Context: an optimization exercise on an open-source flow, tuned for small area, a short achievable clock period and few clock cycles. The choices shown serve that exercise and are no tape-out recipe.
In this exercise RTL edits were held to simulation tests only and were not proved equivalent to the original.
Power figures rest on the tool's default switching activity, not on a simulated workload.

==> flow/design.v <==
`timescale 1ns/1ps
module frameStore #(
	parameter int setBits = 3
) (
	input  logic        CLK,
	input  logic        nRST,
	input  logic [31:0] memAddr,
	output logic [1:0]  wayHit,
	output logic        replWay,
	output logic        victimDirty,
	output logic [(2 << setBits)-1:0] dirtyBits,
	input  logic [setBits-1:0] rdIdx,
	input  logic        rdWord,
	input  logic        tagWay,
	output logic [31:0] rd0,
	output logic [31:0] rd1,
	output logic [31-3-setBits:0] rdTag,
	input  logic        dataWe,
	input  logic        dataWay,
	input  logic        dataWord,
	input  logic [31:0] dataIn,
	input  logic        fillDone,
	input  logic        fillDirty,
	input  logic [31-3-setBits:0] fillTag,
	input  logic        fillWay,
	input  logic        setDirty,
	input  logic        clearDirty,
	input  logic [setBits:0] clearFrame,
	input  logic        touch,
	input  logic        touchWay
);
	localparam int idxLo   = 3;
	localparam int tagLo   = idxLo + setBits;
	localparam int tagBits = 32 - tagLo;
	localparam int sets    = 1 << setBits;
	logic [tagBits-1:0] tags [0:2*sets-1];
	logic [31:0]        data [0:4*sets-1];
	logic [2*sets-1:0]  valid;
	logic [2*sets-1:0]  dirty;
	logic [sets-1:0]    lru;
	logic [setBits-1:0] reqIdx;
	logic [tagBits-1:0] reqTag;
	logic [2*sets-1:0]  frameHit;
	assign reqIdx = memAddr[idxLo +: setBits];
	assign reqTag = memAddr[tagLo +: tagBits];
	always_comb begin
		for (int f = 0; f < 2*sets; f++) begin
			frameHit[f] = valid[f] && (f[setBits-1:0] == reqIdx) && (tags[f] == reqTag);
		end
	end
	assign wayHit[0] = |frameHit[sets-1:0];
	assign wayHit[1] = |frameHit[2*sets-1:sets];
	always_comb begin
		if (!valid[{1'b0, reqIdx}]) begin
			replWay = 1'b0;
		end else if (!valid[{1'b1, reqIdx}]) begin
			replWay = 1'b1;
		end else begin
			replWay = ~lru[reqIdx];
		end
	end
	assign victimDirty = dirty[{replWay, reqIdx}];
	assign dirtyBits = dirty;
	assign rd0   = data[{1'b0, rdIdx, rdWord}];
	assign rd1   = data[{1'b1, rdIdx, rdWord}];
	assign rdTag = tags[{tagWay, rdIdx}];
	always_ff @(posedge CLK, negedge nRST) begin
		if (!nRST) begin
			valid <= '0;
			dirty <= '0;
			lru   <= '0;
		end else begin
			if (fillDone) begin
				valid[{fillWay, reqIdx}] <= 1'b1;
				dirty[{fillWay, reqIdx}] <= fillDirty;
			end
			if (setDirty) begin
				dirty[{touchWay, reqIdx}] <= 1'b1;
			end
			if (clearDirty) begin
				dirty[clearFrame] <= 1'b0;
			end
			if (touch) begin
				lru[reqIdx] <= touchWay;
			end
		end
	end
	always_ff @(posedge CLK) begin
		if (dataWe) begin
			data[{dataWay, reqIdx, dataWord}] <= dataIn;
		end
		if (fillDone) begin
			tags[{fillWay, reqIdx}] <= fillTag;
		end
	end
endmodule
`timescale 1ns/1ps
module cacheController #(
	parameter int setBits = 3
) (
	input  logic        CLK,
	input  logic        nRST,
	input  logic        memRead,
	input  logic        memWrite,
	input  logic        halt,
	input  logic [31:0] memAddr,
	input  logic [31:0] memStore,
	input  logic [31:0] ramLoad,
	input  logic        ramWait,
	output logic        hit,
	output logic        flushed,
	output logic [31:0] memLoad,
	output logic        ramRead,
	output logic        ramWrite,
	output logic [31:0] ramAddr,
	output logic [31:0] ramStore,
	input  logic [1:0]  wayHit,
	input  logic        replWay,
	input  logic        victimDirty,
	input  logic [(2 << setBits)-1:0] dirtyBits,
	output logic [setBits-1:0] rdIdx,
	output logic        rdWord,
	output logic        tagWay,
	input  logic [31:0] rd0,
	input  logic [31:0] rd1,
	input  logic [31-3-setBits:0] rdTag,
	output logic        dataWe,
	output logic        dataWay,
	output logic        dataWord,
	output logic [31:0] dataIn,
	output logic        fillDone,
	output logic        fillDirty,
	output logic [31-3-setBits:0] fillTag,
	output logic        fillWay,
	output logic        setDirty,
	output logic        clearDirty,
	output logic [setBits:0] clearFrame,
	output logic        touch,
	output logic        touchWay
);
	localparam int idxLo = 3;
	localparam int sets  = 1 << setBits;
	logic        hitQ;
	logic        flushedQ;
	logic        readQ;
	logic        writeQ;
	logic [31:2] addrQ;
	logic [31:0] word0Q;
	logic [31:0] word1Q;
	logic        selQ;
	logic        take0;
	logic        take1;
	logic        finalQ;
	logic        secondQ;
	logic        flushMode;
	logic [setBits:0] flushFrame;
	logic [setBits:0] upFrame;
	logic             upValid;
	logic             anyDirty;
	logic [setBits:0] firstDirty;
	logic [setBits:0] secondDirty;
	logic             secondValid;
	logic [setBits:0] afterUp;
	logic             afterUpValid;
	logic [setBits:0] flushPtr;
	logic             anyLater;
	logic req;
	logic idle;
	logic lookupHit;
	logic advance;
	logic start;
	logic startWrite;
	logic startRead;
	logic nextWrite;
	logic nextRead;
	logic firstRead;
	logic lastRead;
	logic flushStart;
	logic flushNext;
	logic loadWord;
	logic loadAddr;
	logic [31:2] nextAddr;
	assign hit      = hitQ || (finalQ && !ramWait);
	assign flushed  = flushedQ;
	assign ramRead  = readQ;
	assign ramWrite = writeQ;
	assign ramAddr  = {addrQ, 2'b00};
	assign ramStore = word0Q | word1Q;
	assign memLoad  = word0Q | word1Q;
	assign req       = memRead || memWrite;
	assign idle      = !hitQ && !readQ && !writeQ && !flushMode;
	assign lookupHit = |wayHit;
	assign advance   = !ramWait;
	assign start      = idle && req;
	assign startWrite = start && !lookupHit && victimDirty;
	assign startRead  = start && !lookupHit && !victimDirty;
	assign nextWrite = writeQ && !flushMode && !secondQ && advance;
	assign nextRead  = writeQ && !flushMode && secondQ && advance;
	assign firstRead = readQ && !secondQ && advance;
	assign lastRead  = readQ && secondQ && advance;
	assign flushStart = flushMode && !writeQ && !flushedQ;
	assign flushNext  = flushMode && writeQ && advance;
	assign anyDirty = |dirtyBits;
	always_comb begin
		firstDirty   = '0;
		secondDirty  = '0;
		secondValid  = 1'b0;
		afterUp      = '0;
		afterUpValid = 1'b0;
		anyLater     = 1'b0;
		for (int f = 2*sets - 1; f >= 0; f--) begin
			if (dirtyBits[f]) begin
				secondDirty = firstDirty;
				secondValid = anyLater;
				firstDirty  = f[setBits:0];
			end
			anyLater = anyLater || dirtyBits[f];
		end
		for (int f = 2*sets - 1; f >= 0; f--) begin
			if (dirtyBits[f] && (f != int'(flushFrame)) && (f != int'(upFrame))) begin
				afterUp      = f[setBits:0];
				afterUpValid = 1'b1;
			end
		end
	end
	assign flushPtr = (writeQ && secondQ) ? upFrame : flushFrame;
	assign rdIdx  = flushMode ? flushPtr[setBits-1:0] : memAddr[idxLo +: setBits];
	assign rdWord = flushMode ? (writeQ && !secondQ) : (memAddr[2] ^ writeQ);
	assign tagWay = flushMode ? flushPtr[setBits] : replWay;
	assign take1 = flushMode ? flushPtr[setBits]
		: (idle ? (wayHit[1] || (!wayHit[0] && replWay)) : replWay);
	assign take0 = flushMode ? !flushPtr[setBits]
		: (idle ? (wayHit[0] || (!wayHit[1] && !replWay)) : !replWay);
	assign loadWord = start || nextWrite || firstRead || flushStart || flushNext;
	assign loadAddr = start || nextWrite || nextRead
		|| (readQ && advance) || flushStart || flushNext;
	always_comb begin
		if (flushMode || (idle && victimDirty) || nextWrite) begin
			nextAddr = {rdTag, rdIdx, rdWord};
		end else begin
			nextAddr = {memAddr[31:idxLo], memAddr[2] ^ readQ};
		end
	end
	assign dataWe   = (readQ && advance) || (hitQ && memWrite);
	assign dataWay  = selQ;
	assign dataWord = hitQ ? memAddr[2] : addrQ[2];
	assign dataIn   = (hitQ || (!secondQ && memWrite)) ? memStore : ramLoad;
	assign fillDone = lastRead;
	assign fillDirty = memWrite;
	assign fillTag   = addrQ[31:idxLo+setBits];
	assign fillWay  = selQ;
	assign setDirty = hitQ && memWrite;
	assign touch    = hitQ || lastRead;
	assign touchWay = selQ;
	assign clearDirty = flushMode && writeQ && secondQ && advance;
	assign clearFrame = flushFrame;
	always_ff @(posedge CLK, negedge nRST) begin
		if (!nRST) begin
			hitQ      <= 1'b0;
			finalQ    <= 1'b0;
			flushedQ  <= 1'b0;
			readQ     <= 1'b0;
			writeQ    <= 1'b0;
			secondQ   <= 1'b0;
			flushMode <= 1'b0;
		end else begin
			hitQ <= start && lookupHit;
			if (firstRead) begin
				finalQ <= 1'b1;
			end else if (lastRead) begin
				finalQ <= 1'b0;
			end
			if (halt && idle) begin
				flushMode <= 1'b1;
			end
			if (startRead || nextRead) begin
				readQ <= 1'b1;
			end else if (lastRead) begin
				readQ <= 1'b0;
			end
			if (startWrite || (flushStart && anyDirty)) begin
				writeQ <= 1'b1;
			end else if (nextRead || (flushNext && secondQ && !upValid)) begin
				writeQ <= 1'b0;
			end
			if (flushStart && !anyDirty) begin
				flushedQ <= 1'b1;
			end else if (flushNext && secondQ && !upValid) begin
				flushedQ <= 1'b1;
			end
			if ((writeQ || readQ) && advance) begin
				secondQ <= !secondQ;
			end
		end
	end
	always_ff @(posedge CLK) begin
		if (start) begin
			selQ <= lookupHit ? wayHit[1] : replWay;
		end
		if (!flushMode) begin
			flushFrame <= firstDirty;
			upFrame    <= secondDirty;
			upValid    <= secondValid;
		end else if (flushNext && secondQ) begin
			flushFrame <= upFrame;
			upFrame    <= afterUp;
			upValid    <= afterUpValid;
		end
		if (loadWord) begin
			word0Q <= firstRead ? ramLoad : (rd0 & {32{take0}});
			word1Q <= firstRead ? '0 : (rd1 & {32{take1}});
		end
		if (loadAddr) begin
			addrQ <= nextAddr;
		end
	end
endmodule
`timescale 1ns/1ps
module dcacheTop #(
	parameter int setBits = 3
) (
	input  logic        CLK,
	input  logic        nRST,
	input  logic        memRead,
	input  logic        memWrite,
	input  logic [31:0] memAddr,
	input  logic [31:0] memStore,
	input  logic        halt,
	output logic        hit,
	output logic [31:0] memLoad,
	output logic        flushed,
	output logic        ramRead,
	output logic        ramWrite,
	output logic [31:0] ramAddr,
	output logic [31:0] ramStore,
	input  logic [31:0] ramLoad,
	input  logic        ramWait
);
	logic [1:0]                        wayHit;
	logic                              replWay;
	logic                              victimDirty;
	logic [(2 << setBits)-1:0]         dirtyBits;
	logic [setBits-1:0]                rdIdx;
	logic                              rdWord;
	logic                              tagWay;
	logic [31:0]                       rd0;
	logic [31:0]                       rd1;
	logic [31-3-setBits:0]             rdTag;
	logic                              dataWe;
	logic                              dataWay;
	logic                              dataWord;
	logic [31:0]                       dataIn;
	logic                              fillDone;
	logic                              fillDirty;
	logic [31-3-setBits:0]             fillTag;
	logic                              fillWay;
	logic                              setDirty;
	logic                              clearDirty;
	logic [setBits:0]                  clearFrame;
	logic                              touch;
	logic                              touchWay;
	frameStore #(.setBits(setBits)) frameStore_i (
		.CLK         (CLK),
		.nRST        (nRST),
		.memAddr     (memAddr),
		.wayHit      (wayHit),
		.replWay     (replWay),
		.victimDirty (victimDirty),
		.dirtyBits   (dirtyBits),
		.rdIdx       (rdIdx),
		.rdWord      (rdWord),
		.tagWay      (tagWay),
		.rd0         (rd0),
		.rd1         (rd1),
		.rdTag       (rdTag),
		.dataWe      (dataWe),
		.dataWay     (dataWay),
		.dataWord    (dataWord),
		.dataIn      (dataIn),
		.fillDone    (fillDone),
		.fillDirty   (fillDirty),
		.fillTag     (fillTag),
		.fillWay     (fillWay),
		.setDirty    (setDirty),
		.clearDirty  (clearDirty),
		.clearFrame  (clearFrame),
		.touch       (touch),
		.touchWay    (touchWay)
	);
	cacheController #(.setBits(setBits)) cacheController_i (
		.CLK         (CLK),
		.nRST        (nRST),
		.memRead     (memRead),
		.memWrite    (memWrite),
		.halt        (halt),
		.memAddr     (memAddr),
		.memStore    (memStore),
		.ramLoad     (ramLoad),
		.ramWait     (ramWait),
		.hit         (hit),
		.flushed     (flushed),
		.memLoad     (memLoad),
		.ramRead     (ramRead),
		.ramWrite    (ramWrite),
		.ramAddr     (ramAddr),
		.ramStore    (ramStore),
		.wayHit      (wayHit),
		.replWay     (replWay),
		.victimDirty (victimDirty),
		.dirtyBits   (dirtyBits),
		.rdIdx       (rdIdx),
		.rdWord      (rdWord),
		.tagWay      (tagWay),
		.rd0         (rd0),
		.rd1         (rd1),
		.rdTag       (rdTag),
		.dataWe      (dataWe),
		.dataWay     (dataWay),
		.dataWord    (dataWord),
		.dataIn      (dataIn),
		.fillDone    (fillDone),
		.fillDirty   (fillDirty),
		.fillTag     (fillTag),
		.fillWay     (fillWay),
		.setDirty    (setDirty),
		.clearDirty  (clearDirty),
		.clearFrame  (clearFrame),
		.touch       (touch),
		.touchWay    (touchWay)
	);
endmodule
==> flow/flow/run.sh <==
#!/bin/bash
# Standard layout, with two changes: timing repair may resize cells
# across footprints, and the port buffers start as buf_2 cells.
set -euo pipefail
bash standard.sh MATCH_CELL_FOOTPRINT=0 \
	"BUFFER_PORTS_ARGS=-buffer_cell sky130_fd_sc_hd__buf_2" \
	finish > flow_make.log 2>&1
==> flow/standard.sh <==
#!/bin/bash
# synth_recipe.tcl (not shown) runs the flow's synth.tcl, then flattens the netlist and writes it again
# the make line also repeats each setting of config.mk as NAME=value (left out here)
make -C /OpenROAD-flow-scripts/flow DESIGN_CONFIG=/design/flow/config.mk WORK_HOME=/design/flow/orfs CLKGATE_MAP_FILE= SYNTH_SCRIPT=/design/flow/synth_recipe.tcl "${@:-finish}"
==> flow/config.mk <==
export PLATFORM = sky130hd
export DESIGN_NAME = dcacheTop
export DESIGN_NICKNAME = dcacheTop
export VERILOG_FILES = /design/flow/design.v
export SDC_FILE = /design/flow/constraint.sdc
export NUM_CORES = 4
export LEC_CHECK = 0
export CAP_MARGIN = 20
export CORE_MARGIN = 2
export CORE_UTILIZATION = 65
export CTS_BUF_LIST = sky130_fd_sc_hd__clkbuf_8
export CTS_CLUSTER_DIAMETER = 60
export CTS_CLUSTER_SIZE = 14
export PLACE_DENSITY = 0.8
export SETUP_SLACK_MARGIN = 5.0
export SLEW_MARGIN = 20
export TNS_END_PERCENT = 0
==> flow/constraint.sdc <==
create_clock -name core_clock -period 8.0 [get_ports {CLK}]
set_input_delay 1.6000 -clock core_clock [delete_from_list [all_inputs] [get_ports {CLK}]]
set_output_delay 1.6000 -clock core_clock [all_outputs]
set_load 0.01 [all_outputs]
==> results.toml, run 1 <==
[finish]
layout_commonest_cell = "edfxtp_1"
layout.nets = 4406
fillCellCount = 6429
multi_input_area_mm2 = 0.0207
syn2layout_area_growth_pct = 8.25
layout-drive-gt1-share = 0.243
seqCellArea_mm2 = 0.0475
layout_common_cells = "edfxtp_1 (1544), nand2_1 (456), mux4_2 (365)"

[sta]
tightest_slew_ns = 1.16
hold_viol_final = 0
clock_skew_ns = 0.0650
period_share = 0.469
tns_ns = 0
setup_viol = 0
hold_slack_ns = 0.489
max_freq_mhz = 266
post-route-min-period_ns = 3.75
rsz0062_at_grt = "true"
relSlewSlack = 0.227
slew_violations = 0

[die]
fp.dieW_um = 330
dieHeight_um = 330
core_mm2 = 0.105
io_pins = 202
rows = 119
fp.dieArea_mm2 = 0.109
start_util = 0.655

[grt]
grt_pass1_wl_mm = 270
grt_pass1_vias = 38700
grt-ovfl-total = 0
grt_usage = 0.355
grt_max_degree = 127
antenna_found_initial = 13

[placement]
port_buffers = 197
place_congestion = 0.946
dp_hpwl_mm = 118

[yosys]
yosys.area.top_type_share = 0.673
ys_seq_area_frac = 0.690
syn_area_per_cell_um2 = 16.7
synth-edff-count = 1544
ys.flop_type = "edfxtp_1"
async_reset_ff_frac = 0.0295
post_synth_num_cell_types = 70
ys_ff_latch = 1591
synth_area_leaders = "edfxtp_1 (67%), mux4_2 (12%), xor2_1 (2.7%)"
yosysTopAreaCell = "edfxtp_1"
synth_cells = 4123
synth.cell_area_mm2 = 0.0689
yosysWarnings = 2

[clock_tree]
cts.sinks = 1591
clk_path_buf_depth = 3
cts_hold_buf = 0
h-tree-depth = 4
root_buffer = "clkbuf_8"
path_clk_slew_ns = 0.09
cts_tree = "done"
insertion_delay_ns = 0.88
cts_buffers = 138

[setup_path]
crit_type = "input pin to flop"
worst-path-stages = 9
cpPeakStageDelay_ns = 0.56
required_ns = 8.62
cp_slowest_cell = "xnor2_1"
cp_num_buf_inv = 2
crit_start = "memAddr[25]"
rrSetupSlack_ns = 4.46
crit_family = "compound AO/OA/AOI/OAI gates"
crit_arrival_ns = 4.37
regToRegEndpoint = "cacheController_i.word1Q[13]"
path_cells = "clkbuf_4 > xnor2_1 > nand4_1 > nor4_1 > a31oi_1 > a31oi_4 > o211ai_4 > clkbuf_16 > o2111a_1"
r2r_cells = 6
crit_end = "cacheController_i.word0Q[29]"
reg2reg_from = "cacheController_i.readQ"
cp-start-kind = "input pin"
cp-end-kind = "flop"
crit_fanout = 17

[flow_run]
maxCapViolations = 0

[status]
status = "timing/DRC/antenna clean"

[power_and_ir_drop]
ir_worst_vdd_v = 0.000416
leakage_nw = 24.2
switching_share = 0.357
power_w = 0.0244
share_seq_of_total_power = 0.454
p_clk_frac = 0.177
p_comb_frac = 0.369
power_density_mw_per_mm2 = 327
switching_power_w = 0.00871
internal-power_w = 0.0157

[min_path]
hold_class = "flop to flop"

[detailed_routing]
detail-route-antenna-nets = 0
drt_first_pass_iters = 6
viasPerCell = 6.94
finalWirelength_mm = 191
drt-wirelength-per-cell_um = 33.3
drc = 0
vias = 39800
drtIter0Drc = 5852
-- how the worst min path moves through the flow --
stage                               startpoint                    endpoint  cells after the start
finish              cacheController_i.flushedQ  cacheController_i.flushedQ                      1
global route               frameStore_i.lru[5]         frameStore_i.lru[5]                      2
CTS                 cacheController_i.flushedQ  cacheController_i.flushedQ                      1
detailed placement  cacheController_i.flushedQ  cacheController_i.flushedQ                      1
global placement      cacheController_i.finalQ    cacheController_i.finalQ                      2
floorplan                frameStore_i.valid[1]       frameStore_i.valid[1]                      2
-- power by group through the flow --
stage / clock network (W) / registers [W] / logic [W]
floorplan: 0 / 0.0109 / 0.00616
global placement: 0 / 0.0113 / 0.00831
detailed placement: 0 / 0.0113 / 0.00848
CTS: 0.00434 / 0.0111 / 0.00880
global route: 0.00461 / 0.0111 / 0.00953
finish: 0.00432 / 0.0111 / 0.00899
-- kinds of logic (layout without fill, tap and decap cells) --
kind of cell	Yosys count	in the layout	synth area share
AOI/OAI and AO/OA	246	246	0.0259
xor gates and xnor gates	430	430	0.0546
adders and majority gates	15	15	0.00272
buffers and inverters	315	517	0.0229
DFF	1591	1591	0.690
muxes	437	437	0.130
other	1	11	0.0000544
and+or+nand+nor	1088	1089	0.0737
-- flip-flops by register name, indices dropped and copies added (netlist names), 4 cells and up --
signal and count:
cacheController_i.addrQ 30, cacheController_i.word0Q 32, frameStore_i.tags 416, frameStore_i.data 1024, frameStore_i.valid 16, cacheController_i.upFrame 4, cacheController_i.flushFrame 4, cacheController_i.word1Q 32
frameStore_i.lru 8, frameStore_i.dirty 16
-- routing by layer --
metal | up-vias | routed length (um) | share of wire | GRT usage
met5 | - | 35 | 0.00018 | 0
met4 | 6 | 11700 | 0.061 | 0.194
met3 | 496 | 22400 | 0.12 | 0.0724
met2 | 2925 | 90600 | 0.48 | 0.554
met1 | 20100 | 65900 | 0.35 | 0.478
li1 | 16300 | - | - | -
-- stage by stage --
step | instances | utilization | instance area (um^2) | setup WS, ns
2_1_floorplan | 4124 | - | 69100 | 4.05
3_3_place_gp | 5500 | 0.677 | 71300 | 2.49
3_5_place_dp | 5500 | 0.677 | 71300 | 2.35
4_1_cts | 5703 | 0.704 | 74100 | 4.34
5_1_grt | 5723 | 0.709 | 74600 | 4.26
6_report | 5727 | 0.709 | 74600 | 4.25
-- synth_stat cells (47+ instances only) --
cell / count
buf_2: 121
buf_4: 53
clkbuf_1: 92
dfrtp_1: 47
edfxtp_1: 1544
mux4_2: 365
nand2_1: 459
nand3_1: 220
nand4_1: 67
nor2_1: 117
nor4_1: 65
o21ai_0: 54
xnor2_1: 214
xor2_1: 216
-- what timing repair did --
item | CTS | global route
buffers inserted | 22 | 14
resized for setup | 73 | 74
gates cloned | 3 | 1
pin swaps | 5 | 12
setup endpoints to repair | 1396 | 1381
-- final cells by class --
cell class | instances | area share
clock inverters | 39 | 0.00416
clock buffers | 139 | 0.0256
well taps | 1391 | 0.0233
repair buffers | 315 | 0.0297
multi-input cells | 2219 | 0.278
inverters | 24 | 0.00161
diodes | 9 | 0.000302
flip-flops and latches | 1591 | 0.637
Testbench counts, summed over its fixed seeds: cycles 36,210.
==> inputs of run 2 (changes only) <==
--- a/flow/config.mk
+++ b/flow/config.mk
@@ -7,11 +7,11 @@
 export LEC_CHECK = 0
 export CAP_MARGIN = 20
 export CORE_MARGIN = 2
-export CORE_UTILIZATION = 65
+export CORE_UTILIZATION = 70
 export CTS_BUF_LIST = sky130_fd_sc_hd__clkbuf_8
 export CTS_CLUSTER_DIAMETER = 60
 export CTS_CLUSTER_SIZE = 14
-export PLACE_DENSITY = 0.8
+export PLACE_DENSITY = 0.85
 export SETUP_SLACK_MARGIN = 5.0
 export SLEW_MARGIN = 20
 export TNS_END_PERCENT = 0
==> results.toml, run 2 <==
[grt]
grt_pass1_vias = 40400
antenna_found_initial = 8
grt_usage = 0.385
grt-ovfl-total = 0
grt_max_degree = 102
grt_pass1_wl_mm = 275

[setup_path]
crit_arrival_ns = 4.46
path_cells = "clkbuf_4 > xor2_1 > nor4_1 > nand4_1 > o32ai_2 > nor4_2 > buf_4 > or2_0 > o211ai_4 > buf_12 > o2111a_1"
cpPeakStageDelay_ns = 0.50
r2r_cells = 11
crit_fanout = 32
rrSetupSlack_ns = 4.32
required_ns = 8.72
reg2reg_from = "cacheController_i.flushMode"
cp_num_buf_inv = 3
cp-start-kind = "input pin"
cp_slowest_cell = "nor4_1"
crit_type = "input pin to flop"
regToRegEndpoint = "cacheController_i.addrQ[25]"
cp-end-kind = "flop"
crit_family = "simple AND/OR/NAND/NOR gates"

[detailed_routing]
viasPerCell = 7.22
wl_met1_mm = 62.7
drt-wirelength-per-cell_um = 34.2
wl_met2_mm = 92.7
drc = 0
top_layer_used = "met5"
drt_first_pass_iters = 7
vias = 40600
route.met3.wl_mm = 24.6
drtIter0Drc = 6690
detail-route-antenna-nets = 0
finalWirelength_mm = 192

[yosys]
yosysTopAreaCell = "edfxtp_1"
post_synth_num_cell_types = 70
synth_compound_area_frac = 0.0259
synth_common_cells = "edfxtp_1 (1544), nand2_1 (459), mux4_2 (365), nand3_1 (220), xor2_1 (216)"
synth_area_leaders = "edfxtp_1 (67%), mux4_2 (12%), xor2_1 (2.7%)"
syn_area_per_cell_um2 = 16.7
yosys.area.top_type_share = 0.673
synth_fa_ha_area_frac = 0.00272
yosysWarnings = 2
async_reset_ff_frac = 0.0295
synth.mux.area_fraction = 0.130
synth_top_family_by_area = "multiplexers"
ys.flop_type = "edfxtp_1"
ys_seq_area_frac = 0.690
post-synth-top-count-cell = "edfxtp_1"
synth-edff-count = 1544
synthXorXnorAreaFrac = 0.0546
synthSimpleGateAreaFrac = 0.0737
synth.cell_area_mm2 = 0.0689
ys_ff_latch = 1591
synth_cells = 4123

[die]
dieHeight_um = 318
rows = 115
fp.dieArea_mm2 = 0.101
core_mm2 = 0.0980
io_pins = 202
start_util = 0.703
fp.dieW_um = 318

[finish]
fillCellCount = 5401
layout_common_cells = "edfxtp_1 (1544), nand2_1 (457), mux4_2 (365)"
layout-drive-gt1-share = 0.235
layout.nets = 4407
multi_input_area_mm2 = 0.0204
final_core_util = 0.757
layout_commonest_cell = "edfxtp_1"
largest_register_ff_count = 1024
seqCellArea_mm2 = 0.0475
syn2layout_area_growth_pct = 7.61
top_register = "frameStore_i.data"
largestRegisters = "frameStore_i.data (1024), frameStore_i.tags (416)"

[sta]
clock_skew_ns = 0.0615
relSlewSlack = 0.229
period_share = 0.468
max_freq_mhz = 267
rsz0062_at_grt = "true"
slew_violations = 0
tns_ns = 0
post-route-min-period_ns = 3.74
hold_viol_final = 0
tightest_slew_ns = 1.16
setup_viol = 0

[placement]
dp_hpwl_mm = 118
port_buffers = 197
place_congestion = 0.982

[clock_tree]
clk_path_buf_depth = 3
path_clk_slew_ns = 0.08
h-tree-depth = 4
cts_hold_buf = 0
cts.sinks = 1591
root_buffer = "clkbuf_8"
insertion_delay_ns = 0.88
cts_tree = "done"
cts_buffers = 136

[min_path]
min_delay_path_depth = 1
holdPathEnd = "cacheController_i.flushedQ"
hold_class = "flop to flop"
hold_start = "cacheController_i.flushedQ"

[status]
status = "timing/DRC/antenna clean"

[flow_run]
maxCapViolations = 0

[power_and_ir_drop]
leakage_nw = 24.0
ir_worst_vdd_v = 0.000268
power_density_mw_per_mm2 = 333
run 2: cell counts after synthesis:
Identical to the previous run, type by type.
run 2: power by group:
group          switching, W  total (W)  internal [W]  leakage, nW
registers          0.000568     0.0109        0.0104         14.6
clock network       0.00264    0.00433       0.00169         1.17
logic               0.00575    0.00939       0.00365         8.26
total               0.00895     0.0247        0.0157         24.0
run 2: per-layer routing:
metal  track usage  up-vias
li1              -    16300
met1         0.506    20200
met3        0.0766      627
met2         0.615     3477
met5             0        -
met4         0.212        4
run 2: worst max-delay path by stage:
stage,cells after the start,to,from,slack [ns]
after floorplan,14,cacheController_i.word1Q[0],memAddr[3],4.05
after global placement,12,cacheController_i.word0Q[0],memAddr[3],2.59
after detailed placement,12,cacheController_i.word0Q[27],memAddr[3],2.39
after CTS,4,hit,ramWait,4.39
after global routing,13,cacheController_i.word0Q[27],memAddr[3],4.27
final,11,cacheController_i.word0Q[27],memAddr[8],4.26
run 2: kinds of logic after synthesis:
group                      after synthesis
AOI/OAI and AO/OA                      246
muxes                                  437
buffers and inverters                  315
other                                    1
adders and majority gates               15
and+or+nand+nor                       1088
xor gates and xnor gates               430
DFF                                   1591
run 2: stage by stage:
step | power [W] | instances | hold slack, ns | area [um^2] | worst slack, ns
floorplan | 0.0170 | 4124 | 0.439 | 69100 | 4.05
global placement | 0.0197 | 5395 | 0.463 | 71200 | 2.59
detailed placement | 0.0200 | 5395 | 0.474 | 71200 | 2.39
CTS | 0.0245 | 5616 | 0.492 | 74100 | 4.39
global route | 0.0254 | 5617 | 0.516 | 74200 | 4.27
finish | 0.0247 | 5620 | 0.487 | 74200 | 4.26
run 2: cell type report:
cell class	instances	area share
Antenna cell	4	0.000135
Clock buffer	137	0.0254
Timing Repair Buffer	318	0.0297
Clock inverter	40	0.00457
Tap cell	1287	0.0217
Multi-Input combinational cell	2219	0.276
Inverter	24	0.00170
Sequential cell	1591	0.641
run 2: what timing repair did:
action | in CTS | in global routing
setup buffers | 41 | 0
setup endpoints to repair | 1540 | 1586
pin swaps | 4 | 0
cloned | 3 | 0
resized for setup | 84 | 17
==> inputs of run 3 (changes only) <==
==> flow/flow/run.sh (replaced) <==
#!/bin/bash
# Standard layout, with two changes: timing repair may resize cells
# across footprints, and the port buffers start as buf_4 cells.
set -euo pipefail
bash standard.sh MATCH_CELL_FOOTPRINT=0 \
	"BUFFER_PORTS_ARGS=-buffer_cell sky130_fd_sc_hd__buf_4" \
	finish > flow_make.log 2>&1
--- a/flow/config.mk
+++ b/flow/config.mk
@@ -7,11 +7,11 @@
 export LEC_CHECK = 0
 export CAP_MARGIN = 20
 export CORE_MARGIN = 2
-export CORE_UTILIZATION = 70
+export CORE_UTILIZATION = 60
 export CTS_BUF_LIST = sky130_fd_sc_hd__clkbuf_8
 export CTS_CLUSTER_DIAMETER = 60
 export CTS_CLUSTER_SIZE = 14
-export PLACE_DENSITY = 0.85
+export PLACE_DENSITY = 0.75
 export SETUP_SLACK_MARGIN = 5.0
 export SLEW_MARGIN = 20
 export TNS_END_PERCENT = 0
==> results.toml, run 3 <==
[status]
status = "timing/DRC/antenna clean"

[clock_tree]
path_clk_slew_ns = 0.08
cts_tree = "done"
cts_buffers = 138
cts.sinks = 1591
clk_path_buf_depth = 3
root_buffer = "clkbuf_8"
h-tree-depth = 4
insertion_delay_ns = 0.89

[yosys]
synth_area_leaders = "edfxtp_1 (67%), mux4_2 (12%), xor2_1 (2.7%)"
async_reset_ff_frac = 0.0295
synth-edff-count = 1544
yosysTopAreaCell = "edfxtp_1"
synth_cells = 4123
synth_common_cells = "edfxtp_1 (1544), nand2_1 (459), mux4_2 (365), nand3_1 (220), xor2_1 (216)"
synth_fa_ha_area_frac = 0.00272
yosys.area.top_type_share = 0.673
post_synth_num_cell_types = 70
synth_compound_area_frac = 0.0259
ys.flop_type = "edfxtp_1"
synthXorXnorAreaFrac = 0.0546
synth.cell_area_mm2 = 0.0689
ys_ff_latch = 1591
yosysWarnings = 2
syn_area_per_cell_um2 = 16.7
synthSimpleGateAreaFrac = 0.0737
synth_top_family_by_area = "multiplexers"
post-synth-top-count-cell = "edfxtp_1"
ys_seq_area_frac = 0.690
synth.mux.area_fraction = 0.130

[sta]
rsz0062_at_grt = "true"
slew_violations = 0
max_freq_mhz = 269
period_share = 0.464
setup_viol = 0
hold_slack_ns = 0.488
clock_skew_ns = 0.0626
tightest_slew_ns = 1.11
tns_ns = 0
relSlewSlack = 0.258
post-route-min-period_ns = 3.71
hold_viol_final = 0

[finish]
stdcell_count = 5865
largestRegisters = "frameStore_i.data (1024), frameStore_i.tags (416)"
largest_register_ff_count = 1024
layout-drive-gt1-share = 0.241
layout_commonest_cell = "edfxtp_1"
syn2layout_area_growth_pct = 9.23
fin_area_mm2 = 0.0753
layout_common_cells = "edfxtp_1 (1544), nand2_1 (456), mux4_2 (365)"
layout.nets = 4418
top_register = "frameStore_i.data"

[die]
dieHeight_um = 343
rows = 124
fp.dieArea_mm2 = 0.118
io_pins = 202
start_util = 0.604
fp.dieW_um = 343
core_mm2 = 0.114

[detailed_routing]
finalWirelength_mm = 190
viasPerCell = 6.76
drt-wirelength-per-cell_um = 32.4
drc = 0
vias = 39700
drtIter0Drc = 5374
drt_first_pass_iters = 6
detail-route-antenna-nets = 0

[setup_path]
cp-start-kind = "input pin"
crit_arrival_ns = 4.32
required_ns = 8.61
reg2reg_from = "cacheController_i.writeQ"
crit_fanout = 17
r2r_cells = 12
regToRegEndpoint = "cacheController_i.word0Q[30]"
cp-end-kind = "flop"
crit_type = "input pin to flop"
rrSetupSlack_ns = 4.47

[grt]
grt_usage = 0.325
grt-ovfl-total = 0
grt_pass1_wl_mm = 271
grt_max_degree = 126
grt_pass1_vias = 38500
antenna_found_initial = 7

[placement]
dp_hpwl_mm = 114
place_congestion = 0.958
place_area_mm2 = 0.0720
port_buffers = 197
dp.cells = 5622

[min_path]
min_delay_path_depth = 1
holdPathEnd = "cacheController_i.flushedQ"
hold_start = "cacheController_i.flushedQ"
hold_class = "flop to flop"

[flow_run]
maxCapViolations = 0

[power_and_ir_drop]
power_density_mw_per_mm2 = 329
ir_worst_vdd_v = 0.000332
leakage_nw = 24.4
-- run 3: cell counts after synthesis --
Identical to the previous run, type by type.
-- run 3: cell type report --
type | instances | area (um^2)
clock buffers | 141 | 1940
repair buffers | 326 | 2800
clock inverters | 45 | 374
inverters | 24 | 133
multi-input cells | 2220 | 20600
flip-flops and latches | 1591 | 47500
diodes | 6 | 15.0
fillers | 7701 | 38900
well taps | 1512 | 1890
-- run 3: through the flow --
stage | utilization | power, W | worst slack, ns
final | 0.659 | 0.0248 | 4.29
after global placement | 0.630 | 0.0199 | 2.45
after detailed placement | 0.630 | 0.0200 | 2.35
after global routing | 0.659 | 0.0257 | 4.34
after CTS | 0.656 | 0.0246 | 4.34
after floorplan | - | 0.0170 | 4.05
-- run 3: logic make-up after synthesis --
group / Yosys count
DFF: 1591
AOI/OAI and AO/OA: 246
other: 1
adders and majority gates: 15
and+or+nand+nor: 1088
xor gates and xnor gates: 430
muxes: 437
buffers and inverters: 315
-- run 3: worst max-delay path by stage --
stage | from | to | depth (start not counted)
after floorplan | memAddr[3] | cacheController_i.word1Q[0] | 14
after global placement | memAddr[4] | cacheController_i.word0Q[30] | 13
after detailed placement | memAddr[4] | cacheController_i.word0Q[5] | 13
after CTS | ramWait | hit | 4
after global routing | memAddr[4] | cacheController_i.word0Q[16] | 15
final | memAddr[28] | cacheController_i.word0Q[14] | 11
-- run 3: per-layer routing --
| metal | routed length, um | share of wire | GRT usage |
|---|---|---|---|
| met1 | 70000 | 0.37 | 0.456 |
| met2 | 91600 | 0.48 | 0.514 |
| met3 | 21000 | 0.11 | 0.0619 |
| met4 | 7370 | 0.039 | 0.122 |
| met5 | 20 | 0.00011 | 0 |
-- run 3: repair_timing --
item / CTS / global route
resized for setup: 62 / 26
setup endpoints to repair: 1139 / 1536
pin swaps: 5 / 7
hold buffers: 0 / 0
cloned: 6 / 1
setup buffers: 24 / 20
-- run 3: power breakdown --
part	total, W	internal (W)	leakage (nW)	switching (W)
Sequential	0.0110	0.0104	14.6	0.000620
Clock	0.00443	0.00174	1.22	0.00269
Combinational	0.00933	0.00387	8.59	0.00546
Total	0.0248	0.0160	24.4	0.00877
-- run 3: critical path: stages --
cell	delay, ns
buf_4	0.21
xnor2_1	0.45
nand4_1	0.29
nor4_4	0.41
nand4_1	0.15
and4_1	0.29
a31oi_4	0.27
o211ai_4	0.11
buf_12	0.17
clkbuf_16	0.18
o2111a_1	0.14
==> inputs of run 4 (changes only) <==
--- a/flow/design.v
+++ b/flow/design.v
@@ -21,7 +21,6 @@
 	input  logic [31:0] dataIn,
 	input  logic        fillDone,
 	input  logic        fillDirty,
-	input  logic [31-3-setBits:0] fillTag,
 	input  logic        fillWay,
 	input  logic        setDirty,
 	input  logic        clearDirty,
@@ -90,7 +89,7 @@
 			data[{dataWay, reqIdx, dataWord}] <= dataIn;
 		end
 		if (fillDone) begin
-			tags[{fillWay, reqIdx}] <= fillTag;
+			tags[{fillWay, reqIdx}] <= reqTag;
 		end
 	end
 endmodule
@@ -130,7 +129,6 @@
 	output logic [31:0] dataIn,
 	output logic        fillDone,
 	output logic        fillDirty,
-	output logic [31-3-setBits:0] fillTag,
 	output logic        fillWay,
 	output logic        setDirty,
 	output logic        clearDirty,
@@ -140,6 +138,7 @@
 );
 	localparam int idxLo = 3;
 	localparam int sets  = 1 << setBits;
+	localparam int tagLo = idxLo + setBits;
 	logic        hitQ;
 	logic        flushedQ;
 	logic        readQ;
@@ -179,7 +178,9 @@
 	logic flushNext;
 	logic loadWord;
 	logic loadAddr;
-	logic [31:2] nextAddr;
+	logic loadTag;
+	logic [31:tagLo] nextTag;
+	logic nextWordBit;
 	assign hit      = hitQ || (finalQ && !ramWait);
 	assign flushed  = flushedQ;
 	assign ramRead  = readQ;
@@ -232,22 +233,17 @@
 	assign take0 = flushMode ? !flushPtr[setBits]
 		: (idle ? (wayHit[0] || (!wayHit[1] && !replWay)) : !replWay);
 	assign loadWord = start || nextWrite || firstRead || flushStart || flushNext;
-	assign loadAddr = start || nextWrite || nextRead
-		|| (readQ && advance) || flushStart || flushNext;
-	always_comb begin
-		if (flushMode || (idle && victimDirty) || nextWrite) begin
-			nextAddr = {rdTag, rdIdx, rdWord};
-		end else begin
-			nextAddr = {memAddr[31:idxLo], memAddr[2] ^ readQ};
-		end
-	end
+	assign loadTag  = start || nextRead || flushStart || flushNext;
+	assign loadAddr = loadTag || nextWrite || (readQ && advance);
+	assign nextTag  = (flushMode || (idle && victimDirty)) ? rdTag : memAddr[31:tagLo];
+	assign nextWordBit = flushMode ? (writeQ && !secondQ)
+		: (memAddr[2] ^ (readQ || (writeQ && !secondQ)));
 	assign dataWe   = (readQ && advance) || (hitQ && memWrite);
 	assign dataWay  = selQ;
 	assign dataWord = hitQ ? memAddr[2] : addrQ[2];
 	assign dataIn   = (hitQ || (!secondQ && memWrite)) ? memStore : ramLoad;
 	assign fillDone = lastRead;
 	assign fillDirty = memWrite;
-	assign fillTag   = addrQ[31:idxLo+setBits];
 	assign fillWay  = selQ;
 	assign setDirty = hitQ && memWrite;
 	assign touch    = hitQ || lastRead;
@@ -310,8 +306,12 @@
 			word0Q <= firstRead ? ramLoad : (rd0 & {32{take0}});
 			word1Q <= firstRead ? '0 : (rd1 & {32{take1}});
 		end
+		if (loadTag) begin
+			addrQ[31:tagLo] <= nextTag;
+			addrQ[tagLo-1:idxLo] <= rdIdx;
+		end
 		if (loadAddr) begin
-			addrQ <= nextAddr;
+			addrQ[2] <= nextWordBit;
 		end
 	end
 endmodule
@@ -352,7 +352,6 @@
 	logic [31:0]                       dataIn;
 	logic                              fillDone;
 	logic                              fillDirty;
-	logic [31-3-setBits:0]             fillTag;
 	logic                              fillWay;
 	logic                              setDirty;
 	logic                              clearDirty;
@@ -379,7 +378,6 @@
 		.dataIn      (dataIn),
 		.fillDone    (fillDone),
 		.fillDirty   (fillDirty),
-		.fillTag     (fillTag),
 		.fillWay     (fillWay),
 		.setDirty    (setDirty),
 		.clearDirty  (clearDirty),
@@ -420,7 +418,6 @@
 		.dataIn      (dataIn),
 		.fillDone    (fillDone),
 		.fillDirty   (fillDirty),
-		.fillTag     (fillTag),
 		.fillWay     (fillWay),
 		.setDirty    (setDirty),
 		.clearDirty  (clearDirty),
==> flow/flow/run.sh (replaced) <==
#!/bin/bash
# Standard layout, with two changes: timing repair may resize cells
# across footprints, and the port buffers start as buf_2 cells.
set -euo pipefail
bash standard.sh MATCH_CELL_FOOTPRINT=0 \
	"BUFFER_PORTS_ARGS=-buffer_cell sky130_fd_sc_hd__buf_2" \
	finish > flow_make.log 2>&1
--- a/flow/config.mk
+++ b/flow/config.mk
@@ -7,11 +7,11 @@
 export LEC_CHECK = 0
 export CAP_MARGIN = 20
 export CORE_MARGIN = 2
-export CORE_UTILIZATION = 60
+export CORE_UTILIZATION = 65
 export CTS_BUF_LIST = sky130_fd_sc_hd__clkbuf_8
 export CTS_CLUSTER_DIAMETER = 60
 export CTS_CLUSTER_SIZE = 14
-export PLACE_DENSITY = 0.75
+export PLACE_DENSITY = 0.8
 export SETUP_SLACK_MARGIN = 5.0
 export SLEW_MARGIN = 20
 export TNS_END_PERCENT = 0
==> results.toml, run 4 <==
[status]
status = "timing/DRC/antenna clean"

[flow_run]
maxCapViolations = 0

[setup_path]
rrSetupSlack_ns = 4.49
crit_family = "buffers and inverters"
path_cells = "clkbuf_4 > buf_6 > xor2_1 > nor4_1 > nand4_1 > o32ai_1 > nor4_2 > buf_4 > o21ai_4 > buf_12 > a211oi_1"
cp-end-kind = "flop"
cp-start-kind = "input pin"
crit_type = "input pin to flop"
crit_arrival_ns = 4.27
cp_slowest_cell = "nor4_1"
reg2reg_from = "cacheController_i.secondQ"
crit_start = "memAddr[9]"
cp_num_buf_inv = 4
required_ns = 8.62
r2r_cells = 8
crit_fanout = 23
regToRegEndpoint = "cacheController_i.word0Q[28]"
cpPeakStageDelay_ns = 0.56

[finish]
syn2layout_area_growth_pct = 8.31
fin_area_mm2 = 0.0753
layout-drive-gt1-share = 0.249
layout.nets = 4409
largestRegisters = "frameStore_i.data (1024), frameStore_i.tags (416)"
top_register = "frameStore_i.data"
layout_commonest_cell = "edfxtp_1"
layout_common_cells = "edfxtp_1 (1544), xor2_1 (370), mux4_2 (364)"
largest_register_ff_count = 1024

[sta]
tns_ns = 0
period_share = 0.456
post-route-min-period_ns = 3.65
slew_violations = 0
setup_viol = 0
hold_viol_final = 0
max_freq_mhz = 274
relSlewSlack = 0.250
clock_skew_ns = 0.0522
tightest_slew_ns = 1.12
rsz0062_at_grt = "true"

[power_and_ir_drop]
power_w = 0.0222
power_density_mw_per_mm2 = 295
p_comb_frac = 0.348
share_seq_of_total_power = 0.452
leakage_nw = 24.3
internal-power_w = 0.0147
switching_share = 0.338
ir_worst_vdd_v = 0.000274
switching_power_w = 0.00751
p_clk_frac = 0.200

[detailed_routing]
viasPerCell = 7.03
finalWirelength_mm = 187
detail-route-antenna-nets = 0
vias = 40400
drtIter0Drc = 5888
drc = 0
drt-wirelength-per-cell_um = 32.5
drt_first_pass_iters = 6

[clock_tree]
clk_path_buf_depth = 3
cts.sinks = 1591
h-tree-depth = 4
cts_hold_buf = 0
root_buffer = "clkbuf_8"
cts_buffers = 139
cts_tree = "done"
insertion_delay_ns = 0.91
path_clk_slew_ns = 0.08

[yosys]
syn_area_per_cell_um2 = 16.8
yosysWarnings = 2
yosys.area.top_type_share = 0.667
ys_seq_area_frac = 0.684
yosysTopAreaCell = "edfxtp_1"
synth_common_cells = "edfxtp_1 (1544), xor2_1 (370), mux4_2 (364), nand2_1 (348), nand3_1 (193)"
synth.cell_area_mm2 = 0.0695
synth_area_leaders = "edfxtp_1 (67%), mux4_2 (12%), xor2_1 (4.7%)"
ys_ff_latch = 1591
async_reset_ff_frac = 0.0295
synth_cells = 4138
post-synth-top-count-cell = "edfxtp_1"
post_synth_num_cell_types = 84
synth-edff-count = 1544
ys.flop_type = "edfxtp_1"

[die]
fp.dieArea_mm2 = 0.110
rows = 119
core_mm2 = 0.106
io_pins = 202
dieHeight_um = 331
fp.dieW_um = 331
start_util = 0.658

[min_path]
hold_class = "flop to flop"
holdPathEnd = "cacheController_i.flushedQ"
hold_start = "cacheController_i.flushedQ"
min_delay_path_depth = 1

[grt]
grt_pass1_vias = 39300
grt-ovfl-total = 0
grt_pass1_wl_mm = 268
grt_usage = 0.344
grt_max_degree = 117
antenna_found_initial = 6

[placement]
dp_hpwl_mm = 115
place_area_mm2 = 0.0719
place_congestion = 0.985
port_buffers = 197
-- run 4: changes by cell type after synthesis, moves of 37 or more --
cell	before	now
o211ai_1	2	41
nand4_1	67	30
nand2_1	459	348
nor4_1	65	104
xnor2_1	214	55
xor2_1	216	370
-- run 4: worst max path at each step --
stage	endpoint	slack (ns)	cells past startpoint
after detailed placement	cacheController_i.word1Q[30]	2.13	10
after CTS	hit	4.34	4
after global routing	hit	4.35	4
after floorplan	cacheController_i.word0Q[0]	2.83	1
final	cacheController_i.word1Q[30]	4.35	11
after global placement	cacheController_i.word1Q[30]	2.22	10
-- run 4: cell families (layout without fill, tap and decap cells) --
| family | Yosys count | count (layout) | share of synthesized area |
|---|---|---|---|
| compound gates | 419 | 421 | 0.0431 |
| xor+xnor | 425 | 425 | 0.0535 |
| fa+ha+maj | 17 | 17 | 0.00299 |
| buf+inv | 331 | 530 | 0.0242 |
| flops | 1591 | 1591 | 0.684 |
| mux | 434 | 434 | 0.129 |
| other cells | 1 | 7 | 0.0000539 |
| simple gates | 920 | 920 | 0.0638 |
-- run 4: metrics by stage --
| step | worst slack, ns | std cells | hold WS (ns) | util |
|---|---|---|---|---|
| 6_report | 4.35 | 5736 | 0.483 | 0.712 |
| 5_1_grt | 4.35 | 5734 | 0.500 | 0.712 |
| 4_1_cts | 4.34 | 5721 | 0.488 | 0.709 |
| 3_5_place_dp | 2.13 | 5514 | 0.470 | 0.680 |
| 3_3_place_gp | 2.22 | 5514 | 0.464 | 0.680 |
| 2_1_floorplan | 2.83 | 4139 | 0.447 | - |
-- run 4: layout make-up --
| class | instances | area [um^2] |
|---|---|---|
| diodes | 5 | 12.5 |
| clock buffers | 141 | 1940 |
| clock inverters | 48 | 413 |
| fillers | 6398 | 30400 |
| inverters | 23 | 109 |
| multi-input cells | 2219 | 21200 |
| flip-flops and latches | 1591 | 47500 |
| well taps | 1391 | 1740 |
| repair buffers | 318 | 2390 |
-- run 4: power by group through the flow --
stage	clock, W	combinational (W)	sequential (W)
6_report	0.00445	0.00774	0.0100
5_1_grt	0.00476	0.00818	0.0101
4_1_cts	0.00447	0.00760	0.0100
3_5_place_dp	0	0.00742	0.0102
3_3_place_gp	0	0.00729	0.0102
2_1_floorplan	0	0.00530	0.0101
-- run 4: what timing repair did --
| action | 4_1_cts | 5_1_grt |
|---|---|---|
| gates cloned | 3 | 1 |
| setup endpoints to repair | 1323 | 1403 |
| resized for setup | 140 | 48 |
| pin swaps | 5 | 7 |
| buffers inserted | 15 | 8 |
-- run 4: routing by layer --
metal | vias to the layer above | routed length [um] | share of wire | GRT usage
met5 | - | 121 | 0.00065 | 0.00609
met4 | 6 | 9230 | 0.049 | 0.145
met3 | 509 | 21200 | 0.11 | 0.0690
met2 | 2888 | 90200 | 0.48 | 0.550
met1 | 20400 | 65900 | 0.35 | 0.468
li1 | 16500 | - | - | -
Testbench counts of run 4, summed over its fixed seeds: cycles 36,210.
==> inputs of run 5 (changes only) <==
--- a/flow/design.v
+++ b/flow/design.v
@@ -21,6 +21,7 @@
 	input  logic [31:0] dataIn,
 	input  logic        fillDone,
 	input  logic        fillDirty,
+	input  logic [31-3-setBits:0] fillTag,
 	input  logic        fillWay,
 	input  logic        setDirty,
 	input  logic        clearDirty,
@@ -89,7 +90,7 @@
 			data[{dataWay, reqIdx, dataWord}] <= dataIn;
 		end
 		if (fillDone) begin
-			tags[{fillWay, reqIdx}] <= reqTag;
+			tags[{fillWay, reqIdx}] <= fillTag;
 		end
 	end
 endmodule
@@ -129,6 +130,7 @@
 	output logic [31:0] dataIn,
 	output logic        fillDone,
 	output logic        fillDirty,
+	output logic [31-3-setBits:0] fillTag,
 	output logic        fillWay,
 	output logic        setDirty,
 	output logic        clearDirty,
@@ -244,6 +246,7 @@
 	assign dataIn   = (hitQ || (!secondQ && memWrite)) ? memStore : ramLoad;
 	assign fillDone = lastRead;
 	assign fillDirty = memWrite;
+	assign fillTag   = addrQ[31:tagLo];
 	assign fillWay  = selQ;
 	assign setDirty = hitQ && memWrite;
 	assign touch    = hitQ || lastRead;
@@ -352,6 +355,7 @@
 	logic [31:0]                       dataIn;
 	logic                              fillDone;
 	logic                              fillDirty;
+	logic [31-3-setBits:0]             fillTag;
 	logic                              fillWay;
 	logic                              setDirty;
 	logic                              clearDirty;
@@ -378,6 +382,7 @@
 		.dataIn      (dataIn),
 		.fillDone    (fillDone),
 		.fillDirty   (fillDirty),
+		.fillTag     (fillTag),
 		.fillWay     (fillWay),
 		.setDirty    (setDirty),
 		.clearDirty  (clearDirty),
@@ -418,6 +423,7 @@
 		.dataIn      (dataIn),
 		.fillDone    (fillDone),
 		.fillDirty   (fillDirty),
+		.fillTag     (fillTag),
 		.fillWay     (fillWay),
 		.setDirty    (setDirty),
 		.clearDirty  (clearDirty),
==> results.toml, run 5 <==
[sta]
slew_violations = 0
period_share = 0.469
rsz0062_at_grt = "true"
tns_ns = 0
hold_slack_ns = 0.497
setup_viol = 0
clock_skew_ns = 0.0434
post-route-min-period_ns = 3.75
max_freq_mhz = 267
relSlewSlack = 0.260
tightest_slew_ns = 1.11
hold_viol_final = 0

[setup_path]
path_cells = "clkbuf_4 > xor2_1 > nor4_1 > nand2_1 > o32ai_1 > nor4_1 > buf_4 > o21ai_4 > buf_12 > buf_4 > a21oi_1"
r2r_cells = 9
cp-end-kind = "flop"
reg2reg_from = "cacheController_i.writeQ"
crit_fanout = 17
rrSetupSlack_ns = 4.47
cpPeakStageDelay_ns = 0.45
cp-start-kind = "input pin"
regToRegEndpoint = "cacheController_i.word0Q[11]"
crit_arrival_ns = 4.38
required_ns = 8.63
crit_family = "buffers and inverters"
crit_type = "input pin to flop"
cp_slowest_cell = "nor4_1"
cp_num_buf_inv = 4

[yosys]
yosysWarnings = 2
synth_area_leaders = "edfxtp_1 (67%), mux4_2 (12%), xor2_1 (4.7%)"
post_synth_num_cell_types = 84
syn_area_per_cell_um2 = 16.8
async_reset_ff_frac = 0.0295
post-synth-top-count-cell = "edfxtp_1"
ys_ff_latch = 1591
synth.cell_area_mm2 = 0.0695
synth_common_cells = "edfxtp_1 (1544), xor2_1 (370), mux4_2 (364), nand2_1 (348), nand3_1 (193)"
yosysTopAreaCell = "edfxtp_1"
yosys.area.top_type_share = 0.667
ys.flop_type = "edfxtp_1"
synth_cells = 4138
ys_seq_area_frac = 0.684
synth-edff-count = 1544

[finish]
layout-drive-gt1-share = 0.249
syn2layout_area_growth_pct = 8.18
largest_register_ff_count = 1024
fillCellCount = 6463
layout.nets = 4410
seqCellArea_mm2 = 0.0475
layout_common_cells = "edfxtp_1 (1544), xor2_1 (368), mux4_2 (364)"
largestRegisters = "frameStore_i.data (1024), frameStore_i.tags (416)"
multi_input_area_mm2 = 0.0211
layout_commonest_cell = "edfxtp_1"
top_register = "frameStore_i.data"

[power_and_ir_drop]
power_density_mw_per_mm2 = 304
internal-power_w = 0.0150
switching_share = 0.342
leakage_nw = 24.3
share_seq_of_total_power = 0.469
ir_worst_vdd_v = 0.000288
switching_power_w = 0.00781
p_clk_frac = 0.191
p_comb_frac = 0.340

[flow_run]
maxCapViolations = 0

[placement]
place_congestion = 0.999
port_buffers = 197
dp_hpwl_mm = 119

[die]
fp.dieW_um = 331
fp.dieArea_mm2 = 0.110
dieHeight_um = 331
io_pins = 202
rows = 119
start_util = 0.658
core_mm2 = 0.106

[clock_tree]
cts.sinks = 1591
insertion_delay_ns = 0.89
cts_tree = "done"
cts_buffers = 138
h-tree-depth = 4
root_buffer = "clkbuf_8"
clk_path_buf_depth = 3
path_clk_slew_ns = 0.08

[detailed_routing]
drt-wirelength-per-cell_um = 34.5
finalWirelength_mm = 197
vias = 40800
viasPerCell = 7.12
drt_first_pass_iters = 6
drtIter0Drc = 5933
detail-route-antenna-nets = 0
drc = 0

[min_path]
min_delay_path_depth = 2
holdPathEnd = "cacheController_i.finalQ"
hold_class = "flop to flop"
hold_start = "cacheController_i.finalQ"

[grt]
grt_pass1_wl_mm = 277
antenna_found_initial = 6
grt_max_degree = 119
grt_pass1_vias = 39400
grt_usage = 0.362
grt-ovfl-total = 0

[status]
status = "timing/DRC/antenna clean"
==> run 5: cell types whose count changed in the layout (fill, tap and decap cells not counted), moves of 3 or more <==
cell and change:
buf_6 -11, clkbuf_4 +9, buf_4 +7, buf_8 -7, clkinv_1 -5, clkbuf_16 +4, nor2_2 -4, nor2_4 +3
==> run 5: cell type report <==
type	count	area share
Timing Repair Buffer	322	0.0320
Clock buffer	140	0.0256
Antenna cell	5	0.000166
Clock inverter	40	0.00438
Tap cell	1391	0.0231
Multi-Input combinational cell	2217	0.281
Inverter	23	0.00146
Sequential cell	1591	0.632
==> run 5: how the worst max path moves through the flow <==
stage               depth (start not counted)        start                           end
detailed placement                         12   memAddr[3]  cacheController_i.word0Q[13]
finish                                     11  memAddr[17]  cacheController_i.word0Q[26]
floorplan                                   1      ramWait   cacheController_i.word0Q[0]
global placement                           12   memAddr[3]   cacheController_i.word0Q[6]
CTS                                         4      ramWait                           hit
global route                               13   memAddr[4]  cacheController_i.word1Q[30]
==> run 5: kinds of logic (layout without fill, tap and decap cells) <==
family	count (synthesis)	count (layout)	synth area share
muxes	434	434	0.129
other	1	7	0.0000539
AOI/OAI and AO/OA	419	419	0.0431
xor gates and xnor gates	425	425	0.0535
adders and majority gates	17	17	0.00299
buffers and inverters	331	525	0.0242
DFF	1591	1591	0.684
and+or+nand+nor	920	920	0.0638
==> run 5: power by group through the flow <==
stage / clock (W) / sequential, W / combinational, W
finish: 0.00437 / 0.0107 / 0.00777
global route: 0.00466 / 0.0107 / 0.00818
CTS: 0.00437 / 0.0107 / 0.00750
detailed placement: 0 / 0.0109 / 0.00727
global placement: 0 / 0.0109 / 0.00715
floorplan: 0 / 0.0106 / 0.00530
==> run 5: worst reg2reg max path, stage by stage, from the launching register on <==
cell and delay, ns:
dfrtp_1 0.74, nand2_1 0.23, mux2i_1 0.21, a21oi_4 0.36, buf_6 0.49, nor2_4 0.19
buf_4 0.38, a32oi_1 0.44, o21ai_0 0.18, a21oi_1 0.16
==> run 5: metrics by stage <==
step	utilization	total power [W]	setup slack, ns	instances	instance area [um^2]
4_1_cts	0.706	0.0226	4.33	5700	74700
3_3_place_gp	0.679	0.0180	2.28	5498	71800
3_5_place_dp	0.679	0.0182	2.24	5498	71800
2_1_floorplan	-	0.0159	2.83	4139	69500
6_report	0.711	0.0228	4.25	5729	75200
5_1_grt	0.711	0.0236	4.32	5728	75200
==> run 5: per-layer routing <==
metal | global-route usage | vias to the layer above | part of all wire
met3 | 0.0781 | 465 | 0.12
met5 | 0 | - | 0.000066
met2 | 0.565 | 3082 | 0.48
li1 | - | 16500 | -
met1 | 0.488 | 20700 | 0.35
met4 | 0.186 | 2 | 0.054
==> run 5: timing repair <==
item | in CTS | in global routing
endpoints found under the setup margin | 1334 | 1627
gates resized for setup | 77 | 55
hold buffers | 0 | 0
gates cloned | 2 | 6
pin swaps | 5 | 8
buffers inserted | 20 | 18
Testbench counts of run 5, summed over its fixed seeds: cycles 36,210.

==> afterwards: timing with drivers on the ports <==
The flow's constraints put no driver on any port. The routed layouts listed below were extracted and timed again, unchanged, in two steps.
Step 1 assumes that a clkbuf_16 drives the clock port and a buf_2 every other input.
Step 2 moves the port delays by t, midway between the first and last clock arrival at a register: inputs arrive t later, outputs are due t later. That takes back most of the time a late clock gives input paths.
Three values: no drivers, after step 1, after step 2; two values: the first two.
| run | shift t [ns] | setup slack, ns | worst hold slack (ns) | worst register clock-pin slew, ns | pins driven straight from the clock port |
|---|---|---|---|---|---|
| run 1 | 0.924 | 4.246 / 4.163 / 3.238 | 0.489 / 0.489 / 0.489 | 0.10 / 0.10 | 1 |
| run 2 | 0.926 | 4.258 / 4.308 / 3.381 | 0.487 / 0.487 / 0.487 | 0.10 / 0.10 | 1 |
| run 3 | 0.936 | 4.289 / 4.247 / 3.310 | 0.488 / 0.488 / 0.488 | 0.10 / 0.10 | 1 |
| run 4 | 0.954 | 4.352 / 4.289 / 3.427 | 0.483 / 0.483 / 0.483 | 0.10 / 0.10 | 1 |
| run 5 | 0.943 | 4.251 / 4.273 / 3.342 | 0.497 / 0.497 / 0.497 | 0.10 / 0.10 | 1 |
After both steps every run listed still meets setup and hold. For run 1, which loses most, drivers alone change the setup slack by -0.083 ns; drivers and shift together by -1.008 ns.
